Background: an optimization exercise with open tools, aiming at small area, a short achievable clock period and few clock cycles per item. Do not read the settings as production practice.
At most, simulation tests tie the RTL to the original design; equivalence was not proved.
For runs 7 and 8, only the layout was checked, not whether the RTL still works.
No activity file was given, so power comes from the tool's default toggle rates.

`flow/design.v`:
```
module pe8_feeder #(
  parameter int N      = 32,
  parameter int Q      = 19,
  parameter int E8     = 10,
  parameter int PE_LAT = 3
) (
  input  logic            clk,
  input  logic            rst_n,
  input  logic            i_start,
  input  logic [E8-1:0]   i_cfg_en,
  output logic            o_busy,
  input  logic            i_s_valid,
  output logic            o_s_ready,
  input  logic [N-1:0]    i_s_data,
  input  logic [N-1:0]    i_s_weight,
  output logic [14*N-1:0] o_pe_in,
  output logic [14*N-1:0] o_pe_w,
  output logic [E8-1:0]   o_pe_en,
  input  logic [7*N-1:0]  i_pe_res,
  output logic            o_m_valid,
  input  logic            i_m_ready,
  output logic [N-1:0]    o_m_data,
  output logic            o_m_last,
  output logic            o_done
);
  if (Q >= N || PE_LAT < 1) begin : g_param_check
    $error("pe8_feeder: parameters need Q < N and PE_LAT >= 1");
  end
  logic          r_p_v;             
  logic [E8-1:0] r_p_cfg;
  logic          r_l_v;             
  logic [E8-1:0] r_l_cfg;
  logic [3:0]    r_idx;             
  logic          r_s_ready;
  logic          r_b_v;             
  logic [E8-1:0] r_b_cfg;
  logic          r_pe_on;           
  logic [1:0]    r_bc;              
  logic [E8-1:0] r_pe_en;
  logic          r_done;
  logic [N-1:0]  r_sd [14];
  logic [N-1:0]  r_sw [14];
  logic [N-1:0]  r_bd [3];
  logic [N-1:0]  r_bw [3];
  logic [N-1:0]  r_res [7];
  logic [6:0]    r_rv;              
  logic [6:0]    r_rl;              
  logic w_l_full, w_s_hs, w_last_hs, w_start, w_l_take;
  logic w_b_end, w_b_now, w_b_start, w_b_v_nxt, w_pe_on_nxt, w_l_v_nxt;
  logic [3:0] w_idx_nxt;
  logic w_m_hs, w_cap, w_cap_full, w_res_empty_nxt;
  logic [6:0] w_t, w_rv_sh;
  assign w_l_full  = r_l_cfg[E8-1];
  assign w_s_hs    = i_s_valid & r_s_ready;
  assign w_last_hs = w_s_hs & (r_idx == (w_l_full ? 4'd7 : 4'd13));
  assign w_start   = i_start & ~r_p_v;
  assign w_l_take  = (~r_l_v | w_last_hs) & (r_p_v | w_start);
  assign w_l_v_nxt = w_l_take | (r_l_v & ~w_last_hs);
  assign w_idx_nxt = w_l_take ? 4'd0 : (w_s_hs ? r_idx + 4'd1 : r_idx);
  assign w_b_end   = r_pe_on & (r_bc == 2'd3);
  assign w_b_now   = w_last_hs & ~r_pe_on &
                     (w_l_full ? (w_rv_sh[6:3] == 4'd0) : (w_rv_sh == 7'd0));
  assign w_b_start = r_b_v & ~r_pe_on &
                     (r_b_cfg[E8-1] ? (r_rv[6:3] == 4'd0) : (r_rv == 7'd0));
  assign w_pe_on_nxt = w_b_now | w_b_start | (r_pe_on & ~w_b_end);
  assign w_b_v_nxt   = w_last_hs | (r_b_v & ~w_b_end);
  always_ff @(posedge clk or negedge rst_n) begin
    if (!rst_n) begin
      r_p_v     <= 1'b0;
      r_l_v     <= 1'b0;
      r_s_ready <= 1'b0;
      r_b_v     <= 1'b0;
      r_pe_on   <= 1'b0;
      r_pe_en   <= {E8{1'b0}};
      r_rv      <= 7'd0;
      r_done    <= 1'b0;
    end else begin
      r_p_v     <= r_p_v ? ~w_l_take : (w_start & ~w_l_take);
      r_l_v     <= w_l_v_nxt;
      r_s_ready <= w_l_v_nxt & ((w_idx_nxt < 4'd3) | ~w_b_v_nxt | (w_pe_on_nxt & r_pe_on & (r_bc == 2'd2)));
      r_b_v     <= w_b_v_nxt;
      r_pe_on   <= w_pe_on_nxt;
      r_pe_en   <= w_b_now ? r_l_cfg : (w_pe_on_nxt ? r_b_cfg : {E8{1'b0}});
      r_rv      <= w_cap ? (w_cap_full ? (w_res_empty_nxt ? 7'b0000001 : w_rv_sh | 7'b0001000)
                                       : 7'b1111111)
                         : w_rv_sh;
      r_done    <= w_m_hs & r_rl[0];
    end
  end
  always_ff @(posedge clk) begin
    r_idx <= w_idx_nxt;
    r_bc  <= r_pe_on ? r_bc + 2'd1 : 2'd0;
    if (w_start & ~r_p_v & ~w_l_take) r_p_cfg <= i_cfg_en;
    if (w_l_take) r_l_cfg <= r_p_v ? r_p_cfg : i_cfg_en;
    if (w_last_hs) r_b_cfg <= r_l_cfg;
  end
  logic w_commit;
  logic [N-1:0] w_zd, w_zw;
  assign w_commit = r_s_ready & (r_idx == 4'd3);
  assign w_zd = r_idx[3] ? i_s_data   : {N{1'b0}};
  assign w_zw = r_idx[3] ? i_s_weight : {N{1'b0}};
  always_ff @(posedge clk) begin
    for (int k = 0; k < 3; k++) begin
      if (r_l_v & (r_idx == 4'(k))) begin
        r_bd[k] <= i_s_data;
        r_bw[k] <= i_s_weight;
      end
      if (w_commit) begin
        r_sd[k] <= r_bd[k];
        r_sw[k] <= r_bw[k];
      end
    end
    for (int k = 3; k < 8; k++) begin
      if (r_s_ready & (r_idx == 4'(k))) begin
        r_sd[k] <= i_s_data;
        r_sw[k] <= i_s_weight;
      end
    end
    for (int k = 8; k < 14; k++) begin
      if (r_s_ready & ((r_idx == 4'(k)) | ((r_idx == 4'd3) & w_l_full))) begin
        r_sd[k] <= w_zd;
        r_sw[k] <= w_zw;
      end
    end
  end
  assign w_m_hs = r_rv[0] & i_m_ready;
  always_comb begin
    w_t[0] = w_m_hs | ~r_rv[0];
    for (int k = 1; k < 7; k++) w_t[k] = w_t[k-1] | ~r_rv[k];
  end
  assign w_rv_sh    = ({1'b0, r_rv[6:1]} & w_t) | (r_rv & ~w_t);
  assign w_cap      = r_pe_on & (r_bc == 2'd3);
  assign w_cap_full = r_b_cfg[E8-1];
  assign w_res_empty_nxt = (r_rv[6:1] == 6'd0) & (~r_rv[0] | i_m_ready);
  always_ff @(posedge clk) begin
    for (int k = 0; k < 7; k++) begin
      if (w_cap & ~w_cap_full) begin
        r_res[k] <= i_pe_res[k*N +: N];
        r_rl[k]  <= (k == 6);
      end else if (w_cap & w_cap_full & (k == 0) & w_res_empty_nxt) begin
        r_res[k] <= i_pe_res[N-1:0];
        r_rl[k]  <= 1'b1;
      end else if (w_cap & w_cap_full & (k == 3) & ~w_res_empty_nxt) begin
        r_res[k] <= i_pe_res[N-1:0];
        r_rl[k]  <= 1'b1;
      end else if (w_t[k] & (k < 6)) begin
        r_res[k] <= r_res[(k < 6) ? k + 1 : k];
        r_rl[k]  <= r_rl[(k < 6) ? k + 1 : k];
      end
    end
  end
  for (genvar k = 0; k < 14; k++) begin : g_slot
    assign o_pe_in[k*N +: N] = r_sd[k];
    assign o_pe_w[k*N +: N]  = r_sw[k];
  end
  assign o_busy    = r_p_v;
  assign o_s_ready = r_s_ready;
  assign o_pe_en   = r_pe_en;
  assign o_m_valid = r_rv[0];
  assign o_m_data  = r_res[0];
  assign o_m_last  = r_rl[0];
  assign o_done    = r_done;
endmodule
```
`flow/run.sh`:
```
#!/bin/bash
# synth_recipe.tcl (not shown) runs the flow's synth.tcl, then flattens the netlist and writes it again
# the make line also repeats each setting of config.mk as NAME=value (left out here)
make -C /OpenROAD-flow-scripts/flow DESIGN_CONFIG=/design/flow/config.mk WORK_HOME=/design/flow/orfs CLKGATE_MAP_FILE= SYNTH_SCRIPT=/design/flow/synth_recipe.tcl finish
```
`flow/config.mk`:
```
export PLATFORM = sky130hd
export DESIGN_NAME = pe8_feeder
export DESIGN_NICKNAME = pe8_feeder
export VERILOG_FILES = /design/flow/design.v
export SDC_FILE = /design/flow/constraint.sdc
export NUM_CORES = 4
export LEC_CHECK = 0
export CAP_MARGIN = 20
export CORE_MARGIN = 2
export CORE_UTILIZATION = 50
export SETUP_SLACK_MARGIN = 2.3
export SLEW_MARGIN = 20
```
`flow/constraint.sdc`:
```
create_clock -name core_clock -period 4.0 [get_ports {clk}]
set_input_delay 0.8000 -clock core_clock [delete_from_list [all_inputs] [get_ports {clk}]]
set_output_delay 0.8000 -clock core_clock [all_outputs]
set_load 0.01 [all_outputs]
```
==> results.txt, run 1 <==
The run stopped with a tool error. The failing step was I/O pin placement. The tool reported: "[ERROR PPL-0024] Number of IO pins (1246) exceeds maximum number of available positions (1098). Increase the die perimeter from 1218.58um to 1694.56um".

The mapped netlist covers 45200 sq um. After synthesis the netlist holds a flip-flop and latch count of 1377. The share of flip-flops with an asynchronous set or reset came out at 1.67%. During synthesis, Yosys emitted a total of 6 warnings. The die boundary height came out at 305 um.

Sequential elements use 91.0% of the synthesized area. The number of nets handed over by synthesis was 2498. Width of the chip: 305 um. The tools report the instance count of the mapped netlist as 2189. Main flop type after synthesis: edfxtp_1. The number of distinct library cells after synthesis was 48; the effective utilization at floorplan was 50.4%.

After synthesis, the mean cell area works out to 20.6 sq um. The floorplan has 110 rows. Yosys mapped a number of flops with a built-in enable equal to 1342.
==> cells by family after synthesis <==
group | count (synthesis) | share of synthesized area (%)
xor gates and xnor gates | 4 | 0.0775
AOI/OAI and AO/OA | 104 | 1.47
buffers and inverters | 82 | 0.725
and+or+nand+nor | 562 | 5.28
DFF | 1377 | 91.0
adders and majority gates | 6 | 0.166
muxes | 54 | 1.31
==> synthesized netlist by cell type, drive strengths merged (2+ instances only) <==
library cell | n | area share [%]
a21o | 2 | 0.033
buf | 10 | 0.13
nor2b | 3 | 0.042
o21ai | 46 | 0.51
edfxtp | 1342 | 89
mux2i | 12 | 0.27
and2 | 70 | 0.97
a2111o | 2 | 0.050
a21oi | 7 | 0.078
inv | 18 | 0.15
a311oi | 2 | 0.039
a22oi | 32 | 0.53
mux2 | 42 | 1.0
ha | 6 | 0.17
a21boi | 3 | 0.050
a31oi | 2 | 0.028
and3 | 7 | 0.10
a211oi | 2 | 0.033
or3 | 5 | 0.075
clkbuf | 54 | 0.45
nor3b | 3 | 0.050
dfrtp | 23 | 1.3
nand2b | 2 | 0.028
nand3 | 8 | 0.089
nand3b | 2 | 0.033
nor3 | 5 | 0.055
dfxtp | 12 | 0.53
nand2 | 439 | 3.6
xnor2 | 3 | 0.058
nor2 | 14 | 0.12
Testbench counts, summed over its fixed seeds: cycles 3,394, jobs 320.
==> run 2, diff against run 1 <==
--- a/flow/config.mk
+++ b/flow/config.mk
@@ -9,4 +9,3 @@
 export CORE_MARGIN = 2
-export CORE_UTILIZATION = 50
-export SETUP_SLACK_MARGIN = 2.3
+export CORE_UTILIZATION = 60
 export SLEW_MARGIN = 20
==> results.txt, run 2 <==
The run stopped with a tool error. The tools report the failing step as I/O pin placement. The first error in the log reads "[ERROR PPL-0024] Number of IO pins (1246) exceeds maximum number of available positions (1004). Increase the die perimeter from 1113.80um to 1694.56um". Of the total synthesized cell area, the portion taken by AND, OR, NAND and NOR gates is 5.28%. Synthesis produced a netlist with a net count of 2498. Of the post-synthesis cell area, the dominant cell type holds 89.2%. Measured against the total synthesized area, the mux share comes to 1.31%. The biggest area contributor in the post-synthesis netlist is edfxtp_1. By area, the combinational part of the netlist is dominated by simple AND/OR/NAND/NOR gates. The number of distinct library cells after synthesis is 48. Dividing the synthesized area by the synthesized cell count gives 20.6 sq um. The synthesized design contains 1342 enable-type register cells. The tools report the total of warnings raised by yosys as 6. The synthesized-area fraction occupied by ao, oa, aoi and oai cells is 1.47%, and the die boundary height is 278 um.

For the combined area of all synthesized cells, the log shows 45200 sq um. The floorplan step set the die width to 278 um. The commonest cells after synthesis are 1342 x edfxtp_1, 439 x nand2_1, 69 x and2_1. Summing the areas of all xor and xnor instances in the mapped netlist gives 0.0775% of the synthesized area. Synthesis produced 2189 cells. The share of flip-flops with an asynchronous set or reset was 1.67%. Among all flip-flop cells after synthesis, the most frequent one is edfxtp_1. After synthesis, the cell types taking the most area are edfxtp_1 89%, nand2_1 3.6%, dfrtp_1 1.3%. Counting flops and latches in the post-synthesis netlist gives 1377. The register area share after synthesis is 91.0%.

Adder-cell area share of the yosys netlist: 0.166%. The cell row count is 100. By instance count, the leading cell after synthesis is edfxtp_1.

The initial utilization of the core area, before any placement, comes to 60.7%.
[run 2: cell counts after synthesis]
Identical to the previous run, type by type.
[run 2: kinds of logic after synthesis]
| kind of cell | count (synthesis) |
|---|---|
| mux | 54 |
| compound gates | 104 |
| buf+inv | 82 |
| simple gates | 562 |
| xor+xnor | 4 |
| flops | 1377 |
| fa+ha+maj | 6 |
==> run 3, diff against run 2 <==
--- a/flow/config.mk
+++ b/flow/config.mk
@@ -9,3 +9,4 @@
 export CORE_MARGIN = 2
-export CORE_UTILIZATION = 60
+export CORE_UTILIZATION = 30
+export SETUP_SLACK_MARGIN = 1.65
 export SLEW_MARGIN = 20
==> results.txt, run 3 <==
Setup repair after global routing could not meet its margin everywhere. For the worst setup path, the data arrival time is 1510 ps. VDD sags by at most 0.000456 V. The post-detailed-route count of antenna-violating nets was 0; the total negative slack was 0 ps.

From left edge to right edge, the die measures 392 um. Clock tree synthesis found a total of 1377 sinks. At the end of routability-driven placement, the weighted congestion stood at 0.878. The routed wire length per instance works out to 28.7 um. The standard cell core area is 150000 sq um, and the internal reg-to-reg setup slack is 1740 ps. The max-slew headroom at the worst pin is 33.2%. The tools report the non-filler instance count after layout as 5746. The run finished with no timing, DRC or antenna violations.

The synthesized netlist occupies a cell area of 45200 sq um. Grouping stages by cell kind, the critical path spends the most delay in flip-flops. The post-layout total power was 42.5 mW; the share of flip-flops with an asynchronous set or reset was 1.67%. TritonCTS built the clock tree. The area growth from synthesis to layout was 43.6%. The signal on the critical path passes through clkdlybuf4s15_1.

The clock latency on the worst-skew pair is 780 ps. The tools report the startpoint type of the worst setup path as a register. The synthesized design spends more area on one cell type than any other, namely edfxtp_1. The post-route netlist has 11.2% of its cells at a drive strength greater than 1.

Global routing consumed, over all layers together, 20.6% of the routing resources. The share of the synthesized area in the top cell type came out at 89.2%. Net count after synthesis: 2498. Leaving out fill and tap cells, the most frequent cell in the layout is edfxtp_1. The tools report the total congestion overflow as 0. The type of destination of the critical path is an output pin.

The via count normalized by instance count is 4.57, and the synthesis-stage register bit count is 1377. In the final layout, the registers with the most flip-flops are r_sd (448), r_sw (448), r_res (224). The root cell of the clock tree is clkbuf_16. For this configuration, the core starts out at a cell density of 30.2%. Counting instances in the post-synthesis netlist gives the leading cell types as 1342 x edfxtp_1, 439 x nand2_1, 69 x and2_1. The kind of path behind the tightest hold check is register to register.

The count of buffers added on input and output ports is 1245. Among all stages on the critical path, the largest delay is contributed by edfxtp_1. Counting instances, the worst hold path has a depth of 0.

Number of max-capacitance violations reported: 0. For the first-pass detailed-route iteration total, the log shows 5. The run gives 3917 as the number of nets in the layout. Once placement finished, the instance area stood at 60800 sq um. The critical path is of the register to output pin type.

The portion of the clock cycle consumed by the worst path in the final layout is 57.7%. Counting cells, the worst reg-to-reg path comes to 4. In the post-synthesis netlist, the biggest area contributors are edfxtp_1 89%, nand2_1 3.6%, dfrtp_1 1.3%. The main flop type after synthesis was edfxtp_1. The final count of pins violating max slew is 0. The die covers 154000 sq um.

The pin count of the biggest net entering global routing came out at 120. The launch point of the worst hold path was r_bd[0][14]$_DFFE_PP_. The beginning of the worst register-to-register path was r_idx[3]$_DFF_P_. The number of enable flip-flop cells after synthesis came out at 1342. Before CTS, the worst setup slack after placement is 819 ps. The Yosys step of the flow raised 6 warnings. The first global-routing pass estimated 215000 um of wire.

The top cell types in the final layout, fill and taps aside, are 1342 x edfxtp_1, 874 x dlygate4sd2_1, 437 x nand2_1. Timing would allow up to 433 MHz. On the worst path, the slowest cell contributes a delay of 380 ps. After legalization and detailed placement, the total HPWL measured 116000 um.

Summing the sequential cell areas from Yosys gives 91.0% of the chip area. The clock-pin slew on the worst setup and hold paths came out at 60 ps. The number of hold buffers added after cts was 0. Between clock sinks in the finished design, the worst skew comes to 43.2 ps. The smallest clock period supported by the final layout is computed as 2310 ps.

The tools report the end point of the most critical hold path as r_sd[0][14]$_DFFE_PP_. The number of design-rule violations left by the first detailed-router iteration was 2352; the die boundary height was 392 um. For the worst setup path, the data required time is 3200 ps.

The longest clock path from root to sink contains 3 buffers. The most used standard cell by instance count after synthesis was edfxtp_1. The DRC violation count after routing is 0, and the least setup slack across all paths after layout is 1690 ps. The logs give 64900 sq um for the final design area excluding fillers and 26252 for the overall via count from detail_route. The count of buffer and inverter cells on the critical path was 1; the cell row count was 142.

Synthesis produced a netlist whose cell count is 2189. The static power due to leakage came out at 24.1 nW. Dividing total power by cell area gives a power density of 655 nW/um^2.

Yosys mapped the design onto 48 distinct sky130hd cell types. The count of endpoints failing hold in the final timing report was 0; the via count of the first global-routing pass was 25494. The logic depth of the worst setup path including buffers was 1; the final core utilization was 43.3%. The total setup violations reported at the end of the flow was 0; the H-tree depth was 4. Mean area per synthesized cell: 20.6 sq um. For the hold slack, the log shows 393 ps. The number of antenna violations at the first check in global routing is 22, and the overall routed net length is 165000 um. For the TritonCTS buffer count, the log shows 144. Maximum net fanout on the critical path: 1.

The count of boundary I/O pins came out at 1246. The transition time at the pin with the least slew margin is 998 ps. The endpoint identified for the worst register-to-register timing path is r_sd[12][1]$_DFFE_PP_. Including well taps, the total number of placed cells is 5456.
## run 3: how the worst max path moves through the flow
stage,from,endpoint
floorplan,r_idx[1]$_DFF_P_,r_sd[0][0]$_DFFE_PP_
global placement,i_m_ready,r_res[1][27]$_DFFE_PP_
detailed placement,i_m_ready,r_res[1][18]$_DFFE_PP_
CTS,r_p_v$_DFF_PN0_,o_busy
global route,r_l_cfg[9]$_DFFE_PP_,r_p_cfg[0]$_DFFE_PP_
finish,r_sw[5][30]$_DFFE_PP_,o_pe_w[190]
## run 3: area by class of cell
cell class                 instances  area (sq um)
timing repair buffer            1334         12400
tap                             2016          2520
fill                           13414         84900
inverter                          18          87.6
antenna                           12          30.0
clock buffer                     170          3720
multi-input combinational        733          3980
sequential                      1377         41100
clock inverter                    86          1020
## run 3: kinds of logic (layout without fill, tap and decap cells)
| logic type | after synthesis | in the layout | synth area share (%) |
|---|---|---|---|
| xor gates and xnor gates | 4 | 4 | 0.0775 |
| AOI/OAI and AO/OA | 104 | 104 | 1.47 |
| other | 0 | 12 | 0 |
| and+or+nand+nor | 562 | 565 | 5.28 |
| DFF | 1377 | 1377 | 91.0 |
| buffers and inverters | 82 | 1608 | 0.725 |
| adders and majority gates | 6 | 6 | 0.166 |
| muxes | 54 | 54 | 1.31 |
## run 3: repair_timing
action                      CTS  global route
pin swaps                     7             2
hold endpoints to repair      0             0
resized for setup          1054            25
buffers inserted             13             4
cloned                        3             2
setup endpoints to repair  1531           323
## run 3: power breakdown
group / switching [mW] / internal (mW) / total (mW)
logic: 5.67 / 2.81 / 8.49
registers: 0.856 / 19.8 / 20.6
clock network: 5.81 / 7.61 / 13.4
total: 12.3 / 30.2 / 42.5
## run 3: worst register-to-register path: cells and delay by family, from the launching register on
kind | cells | cell delay, ps
AO/OA/AOI/OAI | 1 | 270
buffers and inverters | 1 | 470
AND/OR/NAND/NOR | 2 | 580
flip-flops | 1 | 470
## run 3: layer usage
metal  vias up  wire length (um)  track usage, %
met3       248             16100            6.47
met5         -                40               0
met2      1359             81900            34.6
met4         6              5110            6.85
met1     13506             61600            24.9
li1      11133                 -               -
==> run 4, diff against run 3 <==
--- a/flow/config.mk
+++ b/flow/config.mk
@@ -10,2 +10,4 @@
 export CORE_UTILIZATION = 30
+export CTS_CLUSTER_DIAMETER = 100
+export CTS_CLUSTER_SIZE = 30
 export SETUP_SLACK_MARGIN = 1.65
==> results.txt, run 4 <==
The HPWL after detailed placement is 116000 um. STA classifies the critical path startpoint as a primary input. Width of the chip: 392 um.

The largest registers in the layout are r_sd (448), r_sw (448), r_res (224). VDD sags by at most 0.000402 V. The first detailed-routing pass took 5 iterations.

The number of cells traversed by the worst register-to-register path was 4. The finished cells cover 61800 sq um. Routability-driven placement finished with a final weighted congestion of 0.878.

Dividing the final minimum period by the clock period gives 58.1%. The layout has 13704 filler cells. Leaving out fill and tap cells, the most frequent cell in the layout is edfxtp_1. The number of nets handed over by synthesis was 2498. The worst setup path is of the primary input to register kind. The clock latency on the worst-skew pair is 700 ps, and the static power due to leakage is 22.7 nW.

The number of enable flip-flop cells after synthesis works out to 1342. By area the synthesized netlist is led by edfxtp_1 89%, nand2_1 3.6%, dfrtp_1 1.3%. For this design the top-level I/O count stands at 1246.

The tools report the root cell of the clock tree as clkbuf_16. The tools report the via count of the first global-routing pass as 24564. Setup repair after global routing could not meet its margin everywhere.

The number of antenna violations at the first check in global routing was 21; the cell row count was 142. Summed over all layers, the global routing overflow is 0. The clock-pin slew on the worst setup and hold paths was 110 ps; the standard cell core area was 150000 sq um.

Counting every instance in the synthesized netlist gives 2189. The die covers 154000 sq um. In the final design database the tool counted 3833 nets. After detailed placement, the total cell area comes to 60800 sq um. Using the TritonRoute via totals, the vias-per-cell ratio works out to 4.57.

The clock period could shrink to 2320 ps. The logs give 0 for the count of endpoints failing hold in the final timing report and 0 for the final count of pins violating max slew. The logs give 6 for the total of warnings raised by yosys and 91.0% for the register area share after synthesis. The tools report the type of destination of the critical path as a register.

The power density over the cells was 588 nW/um^2. In the routed design, unresolved DRC markers number 0. Across all layers, the routed design uses 25529 vias. Yosys instantiated no cell more often than edfxtp_1.

At the end of the flow the core is filled with cells to 41.2%. The fraction of layout instances using a drive strength above 1 was 7.21%; the synthesis-stage register bit count was 1377. The transition time at the pin with the least slew margin works out to 992 ps.

In this run the register-to-register setup slack is 1700 ps. The synthesized design spends more area on one cell type than any other, namely edfxtp_1. Routed wire length per instance: 29.1 um. The highest clock frequency the design can meet is 430 MHz.

The number of clock buffers added by TritonCTS is 56. The mean area per synthesized cell is 20.6 sq um, and the number of sinks handled by clock tree synthesis is 1377. In the synthesized netlist the dominant register cell turns out to be edfxtp_1. Data on the critical path is required at its endpoint by 4560 ps. The share of synthesized area in the top cell type comes to 89.2%. For the H-tree depth, the log shows 2. Counting flops with an async set or reset pin after synthesis yields a share of 1.67%. The logs give 0 for the number of max-capacitance violations reported and 2890 ps for the arrival time at the worst endpoint. The detail route stage leaves a number of antenna-violating nets equal to 0. Sorting the synthesized cells by how often they occur yields 1342 x edfxtp_1, 439 x nand2_1, 69 x and2_1.

Max-slew headroom at the worst pin: 33.7%. For the combined area of all synthesized cells, the log shows 45200 sq um. The number of distinct library cells after synthesis is 48. In the global route stage, overall resource usage came out at 20.0%. For the final database, setup skew stands at 62.7 ps. The maximum net fanout on the critical path works out to 9. The worst hold path belongs to the class register to register. Effective utilization at floorplan: 30.2%. The overall routed net length was 162000 um. The pin count of the biggest net entering global routing came out at 120. The buffer levels on the longest clock path is 3. The number of instances on the worst hold path was 0.

The die boundary height is 392 um. TritonCTS built the clock tree. The first global-routing pass estimated 210000 um of wire. The number of design-rule violations left by the first detailed-router iteration was 2497. The run finished with no timing, DRC or antenna violations.

The port buffer count works out to 1245. The library cells used most frequently in the layout, excluding fill and tap cells, are 1342 x edfxtp_1, 924 x dlygate4sd2_1, 437 x nand2_1. The area growth from synthesis to layout was 36.7%. Total setup violations reported at the end of the flow: 0.
-- run 4: cell counts after synthesis --
Identical to the previous run, type by type.
-- run 4: path summary, 6_finish.rpt --
check | startpoint | to
hold / removal | r_bd[2][5]$_DFFE_PP_ | r_sd[2][5]$_DFFE_PP_
min in group asynchronous | rst_n | r_done$_DFF_PN0_
setup / recovery | i_m_ready | r_pe_en[5]$_DFF_PN0_
hold reg to reg | r_bd[2][5]$_DFFE_PP_ | r_sd[2][5]$_DFFE_PP_
setup reg to reg | r_idx[2]$_DFF_P_ | r_sd[12][24]$_DFFE_PP_
max in group asynchronous | rst_n | r_rv[0]$_DFF_PN0_
-- run 4: metal layers --
metal / wire length (um) / GRT usage (%) / share of wire, % / vias up
li1: - / - / - / 10870
met1: 60400 / 24.4 / 37 / 13187
met2: 81300 / 34.5 / 50 / 1281
met3: 15800 / 5.64 / 9.7 / 189
met4: 4670 / 5.60 / 2.9 / 2
met5: 13 / 0 / 0.0080 / -
-- run 4: kinds of logic after synthesis --
kind of cell / Yosys count / share of synthesized area, %
AO/OA/AOI/OAI: 104 / 1.47
XOR/XNOR: 4 / 0.0775
adder cells (fa/ha/maj): 6 / 0.166
buffers and inverters: 82 / 0.725
flip-flops: 1377 / 91.0
multiplexers: 54 / 1.31
AND/OR/NAND/NOR: 562 / 5.28
-- run 4: layout make-up --
cell class	instances	area, sq um	share of cell area, %
antenna	14	35.0	0.0567
inverter	18	83.8	0.136
clock inverter	12	244	0.395
timing repair buffer	1338	12300	19.9
multi-input combinational	733	3970	6.43
clock buffer	75	1470	2.38
sequential	1377	41100	66.6
tap	2016	2520	4.08
-- run 4: worst max-delay path, stage by stage --
cell             delay, ps
clkdlybuf4s50_1        570
and4b_1                280
a2111o_1               470
a2111o_2               580
mux2i_1                170
-- run 4: where the power goes --
part / switching, mW / leakage [nW] / internal [mW]
sequential: 0.845 / 13.0 / 19.7
clock: 4.43 / 0.821 / 2.83
combinational: 5.70 / 8.93 / 2.81
-- run 4: repair_timing --
item                                    in CTS  in global routing
pin swaps                                    6                  5
endpoints found under the setup margin    1520                281
hold buffers                                 0                  0
gates resized for setup                    977                 22
setup buffers                               17                  5
gates cloned                                 2                  2
-- run 4: through the flow --
stage	hold WS, ps	cells	power [mW]	setup WS [ps]	setup TNS (ps)
global placement	401	5456	30.4	863	0
finish	382	5583	36.3	1680	0
detailed placement	405	5456	30.6	819	0
floorplan	400	2189	24.0	-3140	-1114750
global route	405	5576	37.7	1570	0
CTS	400	5562	36.6	1650	0
==> run 5, diff against run 4 <==
--- a/flow/config.mk
+++ b/flow/config.mk
@@ -10,5 +10,5 @@
 export CORE_UTILIZATION = 30
-export CTS_CLUSTER_DIAMETER = 100
-export CTS_CLUSTER_SIZE = 30
-export SETUP_SLACK_MARGIN = 1.65
+export CTS_BUF_LIST = sky130_fd_sc_hd__clkbuf_8
+export CTS_CLUSTER_SIZE = 40
+export SETUP_SLACK_MARGIN = 2.3
 export SLEW_MARGIN = 20
==> results.txt, run 5 <==
The via count normalized by instance count is 4.77, and the post-detailed-route count of antenna-violating nets is 0. Summing every instance area after synthesis gives 45200 sq um. The flow ran to the end and the layout has no timing, DRC or antenna violations. Before CTS, the worst setup slack after placement is 836 ps. The proportion of power drawn by flip-flops and latches was 44.5%; the port buffer count was 1245.

The run gives 42 as the number of antenna violations at the first check in global routing. The total congestion overflow was 0. The width of the chip was 392 um; the number of nets in the layout was 4380. Register area share after synthesis: 91.0%. The kind of path behind the tightest hold check was primary input to asynchronous set/reset pin. The die covers 154000 sq um. Summed over all layers, the routed wires come to 211000 um. The portion of the clock cycle consumed by the worst path in the final layout works out to 61.8%.

Dividing the detail-routed wire length by the instance count gives 33.6 um. The number of max-capacitance violations reported is 0, and the share of flip-flops with an asynchronous set or reset is 1.67%. Hold is met by 334 ps. Largest delay contributor family on the critical path: flip-flops. Measured on the finished design, the core utilization comes to 46.9%. The count of buffer and inverter cells on the critical path is 1.

Pin placement for this block handled 1246 I/O pins. The commonest cells after synthesis are 1342 x edfxtp_1, 439 x nand2_1, 69 x and2_1. By area the synthesized netlist is led by edfxtp_1 89%, nand2_1 3.6%, dfrtp_1 1.3%. STA puts the critical path data required time at 3200 ps. At the later pin of the worst-skew pair, clock insertion delay measures 1020 ps.

For this run, the total global-route usage over all layers was measured as 24.4%. The tools report the maximum ir drop on the vdd rail as 0.000363 V. STA classifies the critical path startpoint as a register. The detailed router placed 29991 vias in this run. The die is 392 um tall. The worst register-to-register path begins at r_rv[0]$_DFF_PN0_. After detailed routing, the number of remaining DRC violations is 0. In the post-synthesis netlist, the cell with the most instances is edfxtp_1. Net count after synthesis: 2498.

The initial utilization of the core area, before any placement, comes to 30.2%. For this design the total switching power over the nets is 14.9 mW. Entering global routing, the biggest net connects 57 pins. The static power due to leakage was 27.1 nW; the TritonCTS buffer count was 216. The number of distinct library cells after synthesis was 48. Relative to the synthesized area, the layout overhead comes to 55.4%.

The tools report the type of destination of the critical path as an output pin. The library cell used most frequently in the layout, excluding fill and tap cells, is edfxtp_1. After floorplanning, the core was sized to cover 150000 sq um. Of the total power, the clock network draws 24.5%. The tools report the H-tree depth as 4.

For the count of endpoints failing hold in the final timing report, the log shows 0. Net switching is 32.0% of the power. The run gives 0 as the final count of pins violating max slew. Power density over the cells: 663 nW/um^2.

During synthesis, Yosys emitted a total of 6 warnings. The library cells used most frequently in the layout, excluding fill and tap cells, are 1342 x edfxtp_1, 777 x buf_2, 372 x nand2_1. The share of the synthesized area in the top cell type works out to 89.2%. Setup violations remaining at the end of the flow were counted as 0.

The clock period minus final worst setup slack was 2470 ps. The setup path with the least slack is of type register to output pin. The filler cells instantiated in the layout total 12754. The max-slew headroom at the worst pin is 39.5%. The tools report the number of sinks handled by clock tree synthesis as 1377. The fraction of layout instances using a drive strength above 1 is 45.8%, and the internal power is 31.7 mW.

The total half-perimeter wirelength after legalization and detailed placement was 118000 um. The synthesis-stage register bit count is 1377. The largest registers in the layout are r_sd (448), r_sw (448), r_res (224). At the pin with the least slew margin, the transition time is 905 ps.

Synthesis handed over a netlist of 2189 instances. The global placer's final weighted congestion is 0.879, and the number of enable flip-flop cells after synthesis is 1342. Setup slack on the critical path of the routed design comes to 1530 ps. The floorplan has 142 rows.

The root cell of the clock tree was clkbuf_8. Once placement finished, the instance area stood at 60800 sq um. Clock-pin slew was measured on the worst setup and hold paths at 60 ps. In this run, the number of DRC markers left after iteration 0 of detailed routing was 3273. The critical path startpoint is r_res[0][2]$_DFFE_PP_. The tools report the buffer levels on the longest clock path as 3. The signal on the critical path passes through buf_6. At the worst endpoint, the arrival time is 1670 ps. The maximum net fanout on the critical path is 1. The finished cells cover 70200 sq um. Clock skew on the completed layout was measured at 80.1 ps.

TritonCTS built the clock tree. The first global-routing pass estimated 250000 um of wire. The highest clock frequency the design can meet was 404 MHz; the first-pass detailed-route iteration total was 8. The share of total power dissipated in combinational logic is 31.1%. In the synthesized netlist the dominant register cell turns out to be edfxtp_1.

The critical path's largest stage delay is 520 ps, and the mean area per synthesized cell is 20.6 sq um. Setup repair after global routing could not meet its margin everywhere. Via count of the first global-routing pass: 27739.

The cell type with the highest aggregate area in the netlist is edfxtp_1. Standard cell with the maximum stage delay on the critical path: edfxtp_1.
[run 5: repair_timing]
| action | CTS | global route |
|---|---|---|
| endpoints found under the hold margin | 0 | 20 |
| buffers inserted | 163 | 61 |
| gates resized for setup | 4531 | 339 |
| pin swaps | 43 | 94 |
| cloned | 94 | 91 |
| setup endpoints to repair | 2794 | 2336 |
| hold buffers | 0 | 1 |
[run 5: worst paths after layout]
| check | end | slack [ps] | depth (start not counted) |
|---|---|---|---|
| max in group asynchronous | r_rv[0]$_DFF_PN0_ | 3100 | 3 |
| setup / recovery | o_m_data[2] | 1530 | 1 |
| min in group core_clock | r_sd[0][19]$_DFFE_PP_ | 360 | 0 |
| hold / removal | r_done$_DFF_PN0_ | 330 | 2 |
| hold reg to reg | r_sd[0][19]$_DFFE_PP_ | 360 | 0 |
| setup reg to reg | r_res[0][18]$_DFFE_PP_ | 1650 | 11 |
[run 5: layout make-up]
| type | count | area (sq um) | area share [%] |
|---|---|---|---|
| antenna | 30 | 75.1 | 0.107 |
| clock buffer | 221 | 3040 | 4.33 |
| clock inverter | 164 | 1000 | 1.42 |
| inverter | 18 | 104 | 0.148 |
| multi-input combinational | 735 | 4910 | 6.99 |
| sequential | 1377 | 41100 | 58.6 |
| tap | 2016 | 2520 | 3.59 |
| timing repair buffer | 1717 | 17400 | 24.7 |
| timing repair inverter | 6 | 86.3 | 0.123 |
[run 5: kinds of logic after synthesis]
kind of cell	count (synthesis)	share of synthesized area, %
flip-flops	1377	91.0
multiplexers	54	1.31
AND/OR/NAND/NOR	562	5.28
AO/OA/AOI/OAI	104	1.47
buffers and inverters	82	0.725
adder cells (fa/ha/maj)	6	0.166
XOR/XNOR	4	0.0775
[run 5: power by group through the flow]
| stage | clock, mW | sequential (mW) | combinational, mW |
|---|---|---|---|
| after global placement | 0 | 21.0 | 9.55 |
| after global routing | 12.2 | 20.9 | 15.0 |
| after CTS | 11.5 | 20.6 | 12.3 |
| after detailed placement | 0 | 21.0 | 9.60 |
| final | 11.4 | 20.7 | 14.5 |
| after floorplan | 0 | 21.9 | 2.16 |
[run 5: metrics by stage]
step	setup TNS (ps)	power [mW]	cells
after global routing	0	48.1	6277
after global placement	0	30.5	5459
final	0	46.6	6284
after floorplan	-1111750	24.1	2189
after detailed placement	0	30.6	5459
after CTS	0	44.5	6101
[run 5: layer usage]
metal	vias to the layer above	routed length (um)	track usage (%)
met5	-	80	0
met4	12	7490	7.96
met3	428	23500	7.91
met2	2091	103000	41.0
met1	15239	77700	29.6
li1	12221	-	-
==> run 6, diff against run 5 <==
--- a/flow/config.mk
+++ b/flow/config.mk
@@ -10,5 +10,2 @@
 export CORE_UTILIZATION = 30
-export CTS_BUF_LIST = sky130_fd_sc_hd__clkbuf_8
-export CTS_CLUSTER_SIZE = 40
-export SETUP_SLACK_MARGIN = 2.3
 export SLEW_MARGIN = 20
==> results.txt, run 6 <==
Across the run, the number of max-cap violations was 0. Buffers added to address setup during post-CTS repair amount to 0. The run gives 618 ps as the placement-stage worst setup slack. TritonCTS built the clock tree. The type of destination of the critical path was an output pin.

Yosys mapped a number of flops with a built-in enable equal to 1342. For the combined area of all synthesized cells, the log shows 45200 sq um. By instance count, the leading cell after synthesis is edfxtp_1. The worst setup path category was register to output pin.

Maximum net fanout on the critical path: 1. Subtracting the final worst setup slack from the clock period gives 2890 ps. Setup violations remaining at the end of the flow were counted as 0. For the number of antenna violations at the first check in global routing, the log shows 29. The transition time at the pin with the least slew margin was 1070 ps. The count of endpoints failing hold in the final timing report is 0, and the portion of the clock cycle consumed by the worst path in the final layout is 72.3%.

Post-cts resize count: 0. Area growth from synthesis to layout: 45.1%. The highest clock frequency the design can meet is 346 MHz. The run gives 166000 um as the overall routed net length. For the final count of pins violating max slew, the log shows 0. The tightest min-delay check is of the primary input to asynchronous set/reset pin type. The H-tree was split into 4 levels.

The analysis attributes to cell leakage a power of 22.7 nW. The power density over the cells is 659 nW/um^2, and the DRC violation count after routing is 0. The count of buffer and inverter cells on the critical path was 1; the cell row count was 142.

The tools report the final design area excluding fillers as 65600 sq um. In this run, synthesis produced a sequential element count of 1377. The total cell area at the placement stage was 60900 sq um.

Cells fill 43.8% of the core in the end. The longest clock path from root to sink contains 3 buffers. The count of boundary I/O pins was 1246. Once the floorplan was initialized, standard cells occupied 30.2% of the core.

The logs give 217000 um for the wire length of the first global-routing pass and 3200 ps for the required time of the critical path. After synthesis, the cell types taking the most area are edfxtp_1 89%, nand2_1 3.6%, dfrtp_1 1.3%. The tree is rooted in a clkbuf_16. Net count after synthesis: 2498. STA classifies the critical path startpoint as a register. In the final layout, the registers with the most flip-flops are r_sd (448), r_sw (448), r_res (224).

The signal on the critical path passes through clkdlybuf4s50_1. The routed wire length per instance is 28.9 um. Cell type with the highest aggregate area in the netlist: edfxtp_1. STA puts the critical path data arrival time at 2090 ps. The aggregate global-route resource usage came out at 20.8%. The global placer's final weighted congestion is 0.879, and the port buffer count is 1245. Across all hold checks on the routed design, the worst slack comes to 57.1 ps. The critical path's largest stage delay is 960 ps. At the later pin of the worst-skew pair, clock insertion delay measures 780 ps.

The fraction of layout instances using a drive strength above 1 was 9.38%. The via count of the first global-routing pass came out at 25442. After filler insertion, the fill cell instance count of the layout stands at 13150. After clock tree synthesis, the clock-pin slew on the worst setup and hold paths is 60 ps. The number of design-rule violations left by the first detailed-router iteration came out at 2413. The via count normalized by instance count was 4.52. The overall via count from detail_route was 25977; the share of the synthesized area in the top cell type was 89.2%. The register area share after synthesis was 91.0%; the post-detailed-route count of antenna-violating nets was 0. Among all flip-flop cells after synthesis, the most frequent one is edfxtp_1.

Counting instances in the post-synthesis netlist gives the leading cell types as 1342 x edfxtp_1, 439 x nand2_1, 69 x and2_1. Instance count of the mapped netlist: 2189. Clock tree synthesis found a total of 1377 sinks. The library cells used most frequently in the layout, excluding fill and tap cells, are 1342 x edfxtp_1, 1244 x clkdlybuf4s50_1, 437 x nand2_1. For this run, asynchronously set or reset flops after synthesis account for 1.67%. The largest delay contributor family on the critical path is buffers and inverters.

For this design, the CTS-stage hold fixing added 0 buffers. The least setup slack across all paths after layout was 1110 ps; the TritonCTS buffer count was 146. The standard cell core area was 150000 sq um. The worst pin sits at a relative slew slack of 29.0%. The Yosys step of the flow raised 6 warnings. At the end of the flow, the number of nets in the layout was 3907. Measured along the x axis, the die boundary spans 392 um. After legalization and detailed placement, the total HPWL measured 120000 um. Between clock sinks in the finished design, the worst skew comes to 40.4 ps. For the maximum ir drop on the vdd rail, the log shows 0.000463 V. The flow ran to the end and the layout has no timing, DRC or antenna violations. Mean area per synthesized cell: 20.6 sq um. The die footprint is 154000 sq um, and the first-pass detailed-route iteration total is 6. In this run, distinct cell masters in the synthesized netlist total 48. The most common cell after layout, fill and taps aside was edfxtp_1.

The pin count of the biggest net entering global routing is 130, and the total congestion overflow is 0. The standard cell with the maximum stage delay on the critical path was clkdlybuf4s50_1. Setup repair after global routing left no endpoint under its margin.

The die boundary height came out at 392 um.
## run 6: cell counts after synthesis
No cell type changed its count.
## run 6: metal layers
metal	track usage (%)	up-vias	routed length, um
met5	0	-	8
met4	6.25	2	4220
met3	7.43	177	17200
met2	36.0	1324	84800
met1	23.9	13356	59400
li1	-	11118	-
## run 6: cell type report
type | count | area, sq um | share of cell area, %
Sequential cell | 1377 | 41100 | 62.7
Timing Repair Buffer | 1325 | 13300 | 20.2
Multi-Input combinational cell | 730 | 3900 | 5.95
Clock buffer | 178 | 3870 | 5.90
Tap cell | 2016 | 2520 | 3.85
Clock inverter | 83 | 762 | 1.16
Inverter | 18 | 72.6 | 0.111
Antenna cell | 17 | 42.5 | 0.0649
## run 6: kinds of logic (layout without fill, tap and decap cells)
logic type / Yosys count / count (layout) / share of synthesized area, %
DFF: 1377 / 1377 / 91.0
buffers and inverters: 82 / 1604 / 0.725
xor gates and xnor gates: 4 / 4 / 0.0775
other: 0 / 17 / 0
AOI/OAI and AO/OA: 104 / 104 / 1.47
adders and majority gates: 6 / 6 / 0.166
muxes: 54 / 54 / 1.31
and+or+nand+nor: 562 / 562 / 5.28
## run 6: report_power, final
group          switching, mW  total (mW)  internal (mW)
clock                   5.67        13.1           7.39
combinational           5.64        9.44           3.80
sequential             0.926        20.7           19.8
## run 6: per-stage QoR
| stage | setup TNS (ps) | total power, mW | instances |
|---|---|---|---|
| 2_1_floorplan | -1041970 | 24.0 | 2189 |
| 3_3_place_gp | 0 | 30.5 | 5465 |
| 3_5_place_dp | 0 | 30.6 | 5465 |
| 4_1_cts | 0 | 43.7 | 5726 |
| 5_1_grt | 0 | 44.8 | 5735 |
| 6_report | 0 | 43.2 | 5744 |
## run 6: worst paths after layout
kind                       slack (ps)  cells past startpoint                endpoint                   from
min                                60                      1        r_done$_DFF_PN0_                  rst_n
max                              1110                      1             o_pe_w[292]   r_sw[9][4]$_DFFE_PP_
max reg2reg                      1290                      7  r_res[3][26]$_DFFE_PP_     r_bc[0]$_SDFF_PN0_
min in group core_clock           410                      0   r_sw[0][18]$_DFFE_PP_  r_bw[0][18]$_DFFE_PP_
min reg2reg                       410                      0   r_sw[0][18]$_DFFE_PP_  r_bw[0][18]$_DFFE_PP_
max in group asynchronous        3480                      1     r_s_ready$_DFF_PN0_                  rst_n
## run 6: worst reg2reg max path, delay by kind of cell, from the launching register on
family	cells	cell delay, ps
adder cells (fa/ha/maj)	1	220
AND/OR/NAND/NOR	2	430
AO/OA/AOI/OAI	2	350
buffers and inverters	2	1200
flip-flops	1	360
==> run 7, diff against run 6 <==
--- a/flow/design.v
+++ b/flow/design.v
@@ -50,3 +50,3 @@
   logic [3:0] w_idx_nxt;
-  logic w_m_hs, w_cap, w_cap_full, w_res_empty_nxt;
+  logic w_m_hs, w_cap, w_cap_full;
   logic [6:0] w_t, w_rv_sh;
@@ -61,5 +61,5 @@
   assign w_b_now   = w_last_hs & ~r_pe_on &
-                     (w_l_full ? (w_rv_sh[6:3] == 4'd0) : (w_rv_sh == 7'd0));
+                     (w_l_full ? (r_rv[6:4] == 3'd0) : (r_rv == 7'd0));
   assign w_b_start = r_b_v & ~r_pe_on &
-                     (r_b_cfg[E8-1] ? (r_rv[6:3] == 4'd0) : (r_rv == 7'd0));
+                     (r_b_cfg[E8-1] ? (r_rv[6:4] == 3'd0) : (r_rv == 7'd0));
   assign w_pe_on_nxt = w_b_now | w_b_start | (r_pe_on & ~w_b_end);
@@ -83,3 +83,3 @@
       r_pe_en   <= w_b_now ? r_l_cfg : (w_pe_on_nxt ? r_b_cfg : {E8{1'b0}});
-      r_rv      <= w_cap ? (w_cap_full ? (w_res_empty_nxt ? 7'b0000001 : w_rv_sh | 7'b0001000)
+      r_rv      <= w_cap ? (w_cap_full ? ((r_rv == 7'd0) ? 7'b0000001 : w_rv_sh | 7'b0010000)
                                        : 7'b1111111)
@@ -133,3 +133,2 @@
   assign w_cap_full = r_b_cfg[E8-1];
-  assign w_res_empty_nxt = (r_rv[6:1] == 6'd0) & (~r_rv[0] | i_m_ready);
   always_ff @(posedge clk) begin
@@ -139,6 +138,6 @@
         r_rl[k]  <= (k == 6);
-      end else if (w_cap & w_cap_full & (k == 0) & w_res_empty_nxt) begin
+      end else if (w_cap & w_cap_full & (k == 0) & (r_rv == 7'd0)) begin
         r_res[k] <= i_pe_res[N-1:0];
         r_rl[k]  <= 1'b1;
-      end else if (w_cap & w_cap_full & (k == 3) & ~w_res_empty_nxt) begin
+      end else if (w_cap & w_cap_full & (k == 4) & (r_rv != 7'd0)) begin
         r_res[k] <= i_pe_res[N-1:0];
--- a/flow/config.mk
+++ b/flow/config.mk
@@ -10,2 +10,5 @@
 export CORE_UTILIZATION = 30
+export CTS_CLUSTER_DIAMETER = 100
+export CTS_CLUSTER_SIZE = 30
+export SETUP_SLACK_MARGIN = 1.65
 export SLEW_MARGIN = 20
==> results.txt, run 7 <==
The flow ran to the end and the layout has no timing, DRC or antenna violations. The net count after synthesis came out at 2441. STA puts the critical path data required time at 4390 ps. The overall routed net length came out at 155000 um. The count of buffers added on input and output ports is 1245.

The portion of the clock cycle consumed by the worst path in the final layout came out at 58.5%. Proportion of power drawn by flip-flops and latches: 56.7%. Counting every instance in the synthesized netlist gives 2132. Number of distinct library cells after synthesis: 49. Total cell area at the placement stage: 60700 sq um.

For the worst-skew pair, the clock arrives at the later sink with an insertion delay of 700 ps. In this run the worst path has a maximum fanout of 39. The HPWL after detailed placement is 113000 um.

The tools report the number of sinks handled by clock tree synthesis as 1377. After synthesis, the largest area contributor takes up 89.2% of total cell area. The combined area of all synthesized cells is 45200 sq um. For the count of endpoints failing hold in the final timing report, the log shows 0. In the final layout, the share of cells above drive strength 1 is 7.31%.

TritonCTS built the clock tree. The die boundary height came out at 392 um. In this run the power density over the cells is 590 nW/um^2. Summed over all layers, the global routing overflow is 0.

The proportion of power drawn by the clock network was 20.3%. Instance count after placement with tap cells included: 5403. Area growth from synthesis to layout: 36.2%.

In the synthesized netlist the dominant register cell turns out to be edfxtp_1. For the pin count of the biggest net entering global routing, the log shows 98. Counting flops with a built-in enable in the synthesized netlist gives 1342. Setup repair after global routing could not meet its margin everywhere.

The clock period minus final worst setup slack is 2340 ps. Leaving out fill and tap cells, the most frequent cell in the layout is edfxtp_1. Width of the chip: 392 um.

In this run the number of H-tree levels came out at 2. Summed over all nets, the switching power comes to 10.9 mW. The detailed router finished its first iteration with 2443 violations. At the pin with the least slew margin, the transition time is 1030 ps. The cell row count is 142.

For the final routed database, the setup TNS stands at 0 ps. After the last flow step, the layout net total stands at 3765. The tools report the root cell of the clock tree as clkbuf_16. 1246 I/O pins were placed. Net switching is 30.2% of the power.

In the post-synthesis netlist, the biggest area contributors are edfxtp_1 89%, nand2_1 3.4%, dfrtp_1 1.3%. Once detail routing completed, the nets flagged for antenna violations numbered 0. Cell internal power was estimated by the tool at 25.4 mW. The wire length of the first global-routing pass was 200000 um.

Clock-pin slew was measured on the worst setup and hold paths at 110 ps. The top cell types in the final layout, fill and taps aside, are 1342 x edfxtp_1, 912 x dlygate4sd2_1, 406 x nand2_1. For this configuration, the core starts out at a cell density of 30.2%. The post-layout total power came out at 36.3 mW. The total of warnings raised by yosys is 6, and the final count of pins violating max slew is 0.

Across the run, the number of max-cap violations was 0. Final hold analysis gives a worst-case slack of 83.4 ps. By count the netlist is led by 1342 x edfxtp_1, 410 x nand2_1, 68 x and2_1. The global placer's final weighted congestion is 0.845, and the number of antenna violations at the first check in global routing is 26. The via count normalized by instance count was 4.48. The logs give 0.000427 V for the maximum ir drop on the vdd rail and 150000 sq um for the standard cell core area. Of the synthesized area, sequential elements account for 91.0%.

Synthesis inferred 1377 register bits. Fill cell total of the finished layout: 13661. The via count of the first global-routing pass is 23464, and the routed wire length per instance is 28.1 um. The tools report the beginning of the worst register-to-register path as r_idx[2]$_DFF_P_. The largest registers in the layout are r_sd (448), r_sw (448), r_res (224).

Headroom to the max-slew limit came out at 31.6%. After routing the design area is 61600 sq um. The share of flip-flops with an asynchronous set or reset is 1.67%, and the overall via count from detail_route is 24658. The most used standard cell by instance count after synthesis was edfxtp_1. The highest clock frequency the design can meet is 428 MHz. STA classifies the critical path startpoint as a register. Setup violations remaining at the end of the flow were counted as 0. For this run, design rule violations remaining after detail routing come to 0. Global routing used 18.9% of the available tracks. The logs give 40.1 ps for the worst clock skew on the final layout and 22.9% for the combinational power share. For the worst setup path, the data arrival time is 2730 ps. The average instance in the mapped netlist occupies 21.2 sq um.

The kind of path behind the tightest hold check was primary input to asynchronous set/reset pin. The TritonCTS buffer count was 58. edfxtp_1 takes more of the synthesized area than any other cell. Die footprint: 154000 sq um. The internal reg-to-reg setup slack was 1660 ps; the non-filler instance count after layout was 5504. The most critical setup path has its startpoint at r_idx[2]$_DFF_P_. STA classifies the critical path endpoint as a register. The first detailed-routing pass ran for 5 iterations.

The setup path with the least slack is of type register to register. The run gives 3 as the buffer levels on the longest clock path. The analysis attributes to cell leakage a power of 22.8 nW.
run 7: cell types whose count changed in the layout (fill, tap and decap cells not counted), moves of 29 or more:
cell / delta
clkdlybuf4s50_1: -943
dlygate4sd2_1: +912
clkbuf_16: -91
o21ai_0: -42
a22o_1: +41
clkinv_1: -38
a22oi_1: -31
nand2_1: -31
a21o_1: +29
run 7: final timing paths:
path	cells after the start	end
max in group asynchronous	1	r_rv[0]$_DFF_PN0_
worst max-delay path	4	r_sd[5][29]$_DFFE_PP_
worst min-delay path	1	r_pe_en[2]$_DFF_PN0_
min in group core_clock	0	r_sd[1][1]$_DFFE_PP_
worst min register to register	0	r_sd[1][1]$_DFFE_PP_
worst max register to register	4	r_sd[5][29]$_DFFE_PP_
run 7: repair_timing:
action                     4_1_cts  5_1_grt
hold buffers                     0        0
gates resized for setup       1019       12
setup endpoints to repair     1264      255
gates cloned                     2        2
buffers inserted                 3        2
pin swaps                        0        4
run 7: kinds of logic after synthesis:
family                     Yosys count  share of synthesized area [%]
DFF                               1377                           91.0
and+or+nand+nor                    535                           5.07
AOI/OAI and AO/OA                  104                           1.82
buffers and inverters               65                          0.623
muxes                               44                           1.32
adders and majority gates            6                          0.166
xor gates and xnor gates             1                         0.0194
run 7: layout make-up:
cell class / count / area, sq um / share of cell area [%]
Tap cell: 2016 / 2520 / 4.10
Sequential cell: 1377 / 41100 / 66.8
Clock inverter: 15 / 303 / 0.492
Multi-Input combinational cell: 693 / 4030 / 6.55
Timing Repair Buffer: 1315 / 12000 / 19.5
Inverter: 11 / 46.3 / 0.0752
Antenna cell: 12 / 30.0 / 0.0488
Clock buffer: 65 / 1500 / 2.43
run 7: worst max-delay path, cell delays in order (launching register included):
cell and delay, ps:
dfxtp_1 660, nand2_1 100, nor2_1 180, and2_4 690, buf_4 390
run 7: metrics by stage:
stage / setup slack [ps] / utilization (%)
2_1_floorplan: -3180 / -
3_3_place_gp: 998 / 40.5
3_5_place_dp: 934 / 40.5
4_1_cts: 1620 / 41.1
5_1_grt: 1520 / 41.1
6_report: 1660 / 41.1
run 7: power by group through the flow:
stage	clock (mW)	sequential (mW)	combinational [mW]
after floorplan	0	21.9	2.26
after global placement	0	21.0	9.40
after detailed placement	0	21.0	9.46
after CTS	7.60	20.6	8.45
after global routing	8.04	20.8	8.81
final	7.39	20.6	8.32
run 7: layer usage:
metal / part of all wire [%] / vias up / GRT usage [%]
li1: - / 10670 / -
met1: 36 / 12634 / 22.1
met2: 53 / 1147 / 34.3
met3: 7.7 / 193 / 4.21
met4: 3.3 / 14 / 5.92
met5: 0.059 / - / 0
==> run 8, diff against run 7 <==
==> flow/flow/run.sh (new file) <==
#!/bin/bash
# Standard ORFS layout, with every port buffered by buf_2 instead of the default delay-cell
# buffer, and repair free to resize across cell footprints.
set -euo pipefail
bash standard.sh finish \
  "BUFFER_PORTS_ARGS=-buffer_cell sky130_fd_sc_hd__buf_2" \
  MATCH_CELL_FOOTPRINT=0 > flow_make.log 2>&1
==> flow/standard.sh (new file) <==
#!/bin/bash
# synth_recipe.tcl (not shown) runs the flow's synth.tcl, then flattens the netlist and writes it again
# the make line also repeats each setting of config.mk as NAME=value (left out here)
make -C /OpenROAD-flow-scripts/flow DESIGN_CONFIG=/design/flow/config.mk WORK_HOME=/design/flow/orfs CLKGATE_MAP_FILE= SYNTH_SCRIPT=/design/flow/synth_recipe.tcl "${@:-finish}"
removed: flow/run.sh
==> results.txt, run 8 <==
The mapped netlist covers 45200 sq um. The worst setup path endpoint was r_sw[4][22]$_DFFE_PP_. The clock period minus final worst setup slack was 2370 ps; the overall routed net length was 152000 um. In this run, flip-flops and latches consume 58.1% of the power. Synthesis produced a netlist whose cell count is 2132.

The final count of pins violating max slew came out at 0. The global placer's final weighted congestion is 0.869. The combinational power share was 22.0%; the count of boundary I/O pins was 1246. Die footprint: 154000 sq um. The tree is rooted in a clkbuf_16.

TritonCTS buffer count: 56. The portion of the clock cycle consumed by the worst path in the final layout came out at 59.2%. In this run the power density over the cells is 630 nW/um^2. For the proportion of power drawn by the clock network, the log shows 19.9%. From synthesis to final layout, the design area changed by 24.9%.

TritonCTS built the clock tree. Entering global routing, the biggest net connects 122 pins. The required time of the critical path is 4370 ps, and the fill cell total of the finished layout is 13930. The initial utilization of the core area, before any placement, comes to 30.2%. Worst setup path category: register to register.

In this run, distinct cell masters in the synthesized netlist total 49. The clock-pin slew on the worst setup and hold paths was 100 ps. The first TritonRoute pass finished after 5 iterations. In this run the number of H-tree levels came out at 2. In this run, the number of DRC markers left after iteration 0 of detailed routing was 2582. Between clock sinks in the finished design, the worst skew comes to 40.4 ps. The flow ran to the end and the layout has no timing, DRC or antenna violations. The hold slack came out at 105 ps. The number of cells traversed by the worst register-to-register path was 4. Summing internal, switching and leakage power gives 35.6 mW. The run gives 21.5 nW as the static power due to leakage. Beginning of the worst register-to-register path: r_idx[0]$_DFF_P_. After detailed routing, the number of vias per cell comes to 4.56. For the number of antenna violations at the first check in global routing, the log shows 59.

The startpoint type of the worst setup path is a register. The number of sinks handled by clock tree synthesis is 1377, and the internal reg-to-reg setup slack is 1630 ps. In the synthesized netlist, the cells that appear most often are 1342 x edfxtp_1, 410 x nand2_1, 68 x and2_1. The buffer levels on the longest clock path was 3. The standard cell with the maximum stage delay on the critical path was and2_4.

Global routing used 18.4% of the available tracks across all layers. Of all cell types, the one taking the most synthesized area is edfxtp_1. In the layout the commonest cells are 1342 x edfxtp_1, 1245 x buf_2, 407 x nand2_1.

The die boundary height was 392 um. The largest delay contributor family on the critical path is simple AND/OR/NAND/NOR gates. Traced cell by cell, the critical path runs through inv_1 > ha_1 > and2_4 > buf_12. For this run the aggregate overflow at the end of global routing stands at 0. The logs give 23252 for the via count of the first global-routing pass and 422 MHz for the highest clock frequency the design can meet. At the worst endpoint, the arrival time is 2740 ps. The tool flagged a number of max-cap violations equal to 0. By area the synthesized netlist is led by edfxtp_1 89%, nand2_1 3.4%, dfrtp_1 1.3%. In this run the tightest slew margin relative to its limit is 40.7%.

The number of nets handed over by synthesis was 2441. The internal power is 24.7 mW. The core region is 150000 sq um. The final route contains 25086 vias.

Setup violations remaining at the end of the flow were counted as 0. STA classifies the critical path endpoint as a register. Cells with a size suffix above 1 make up 42.3% of the layout. The first global-routing pass estimated 194000 um of wire. The run gives 0 as the post-detailed-route count of antenna-violating nets. The synthesis-stage register bit count was 1377; the DRC violation count after routing was 0. In this run the biggest area consumer among cell types represents 89.2% of the synthesized area.

Setup repair after global routing could not meet its margin everywhere. After routing, the total negative slack on setup checks comes to 0 ps. The logs give 10.9 mW for the net switching power of the design and 700 ps for the clock latency on the worst-skew pair.

The worst hold path belongs to the class primary input to asynchronous set/reset pin. The share of the Yosys chip area taken by registers is 91.0%. The total half-perimeter wirelength after legalization and detailed placement came out at 112000 um. In the synthesized netlist the async set-or-reset flop fraction comes to 1.67%. The count of buffers added on input and output ports is 1245. The floorplan step set the die width to 392 um. During synthesis, Yosys emitted a total of 6 warnings. IR analysis of the VDD net gives a maximum drop of 0.000358 V. The library cell used most frequently in the layout, excluding fill and tap cells, is edfxtp_1. The critical path's largest stage delay works out to 680 ps. The transition time at the pin with the least slew margin was 890 ps. The largest registers in the layout are r_sd (448), r_sw (448), r_res (224).

Yosys instantiated no cell more often than edfxtp_1. The number of buffers and inverters on the critical path is 2. Yosys mapped a number of flops with a built-in enable equal to 1342. Count of endpoints failing hold in the final timing report: 0. In this run, post-CTS hold repair placed 0 buffers.

The tools report the destination of the worst register-to-register timing path as r_sw[4][22]$_DFFE_PP_. Along the worst path, the maximum fanout reaches 37. Tracing the worst setup path back leads to its startpoint at r_idx[0]$_DFF_P_. The final layout contains 3761 nets. After detailed routing, the average wire length per cell comes to 27.7 um.

The fraction of power spent switching nets was 30.5%. Main flop type after synthesis: edfxtp_1. The logic depth of the worst setup path including buffers is 4. The floorplan has 142 rows. The mean area per synthesized cell came out at 21.2 sq um.
run 8: how the worst min path moves through the flow:
stage                                 endpoint             startpoint  slack [ps]  depth (start not counted)
global route        asynchronous set/reset pin                  rst_n          90                          1
floorplan                 r_sd[0][0]$_DFFE_PP_   r_bd[0][0]$_DFFE_PP_         400                          0
finish                    r_pe_en[8]$_DFF_PN0_                  rst_n         100                          1
global placement          r_sw[1][0]$_DFFE_PP_   r_bw[1][0]$_DFFE_PP_         400                          0
CTS                 asynchronous set/reset pin                  rst_n          60                          1
detailed placement       r_sd[0][12]$_DFFE_PP_  r_bd[0][12]$_DFFE_PP_         400                          0
run 8: power groups by stage:
| stage | Sequential [mW] | Clock (mW) | Combinational [mW] |
|---|---|---|---|
| after global placement | 21.0 | 0 | 7.69 |
| final | 20.7 | 7.08 | 7.81 |
| after CTS | 20.7 | 7.27 | 7.87 |
| after detailed placement | 21.0 | 0 | 7.81 |
| after global routing | 20.9 | 7.72 | 8.24 |
| after floorplan | 21.9 | 0 | 2.26 |
run 8: area by class of cell:
class                   count  area, sq um  area share, %
clock buffers              62         1450           2.56
repair buffers           1314         7060           12.5
inverters                  11         53.8         0.0953
flip-flops and latches   1377        41100           72.8
well taps                2016         2520           4.47
multi-input cells         692         3990           7.07
diodes                     19         47.5         0.0842
clock inverters            13          206          0.366
run 8: per-layer routing:
layer / global-route usage, % / wire (um) / vias to the layer above
met4: 7.39 / 6350 / 38
met1: 22.1 / 55100 / 12794
li1: - / - / 10691
met5: 0 / 216 / -
met3: 4.71 / 13600 / 242
met2: 31.6 / 76900 / 1321
run 8: worst register-to-register path, cell delays in order (launching register included):
cell,delay (ps)
dfxtp_2,380
inv_1,120
ha_1,430
and2_4,690
buf_12,380
run 8: logic make-up after synthesis:
group / count (synthesis) / share of synthesized area (%)
AND/OR/NAND/NOR: 535 / 5.07
AO/OA/AOI/OAI: 104 / 1.82
adder cells (fa/ha/maj): 6 / 0.166
XOR/XNOR: 1 / 0.0194
multiplexers: 44 / 1.32
buffers and inverters: 65 / 0.623
flip-flops: 1377 / 91.0
run 8: through the flow:
step	area [sq um]	instances	setup slack [ps]	util, %
final	56500	5504	1630	37.7
after global routing	56400	5494	1530	37.7
after CTS	56300	5480	1580	37.6
after detailed placement	54600	5400	1280	36.4
after global placement	54500	5397	1270	36.4
after floorplan	45200	2132	-3150	-
run 8: what timing repair did:
| item | 4_1_cts | 5_1_grt |
|---|---|---|
| gates resized for setup | 11 | 7 |
| endpoints found under the hold margin | 0 | 0 |
| cloned | 0 | 2 |
| endpoints found under the setup margin | 285 | 256 |
| pin swaps | 2 | 4 |
| setup buffers | 5 | 3 |

-- what the ideal ports hide --
Ports are ideal in the flow. The routed layouts listed here were re-timed in OpenROAD.
Step 1: set_driving_cell puts a clkbuf_16 on clk and a buf_2 on each other input, an assumption about the parent block.
Step 2 times the ports against the registers' clock, not the clock port: input delays grow and output delays shrink by t, the midpoint of the rising clock arrivals with the driver on.
a / b / c = ideal ports / drivers / drivers and shift; a / b = the first two.
run | t, ns | slack for setup (ns) | worst slew at a driven data input, ns | pins driven straight from the clock port
run 3 | 0.824 | 1.693 / 1.621 / 0.906 | 0.20 | 1
run 4 | 0.744 | 1.676 / 1.638 / 0.962 | 0.21 | 1
run 5 | 1.034 | 1.528 / 1.454 / 0.859 | 0.17 | 1
run 6 | 0.837 | 1.109 / 1.032 / 0.556 | 0.12 | 1
run 7 | 0.746 | 1.661 / 1.654 / 1.131 | 0.18 | 1
run 8 | 0.746 | 1.633 / 1.633 / 1.445 | 0.17 | 1
After both steps setup and hold are still met in every run listed. For run 3, which loses most, drivers alone change the setup slack by -0.072 ns; drivers and shift together by -0.787 ns.
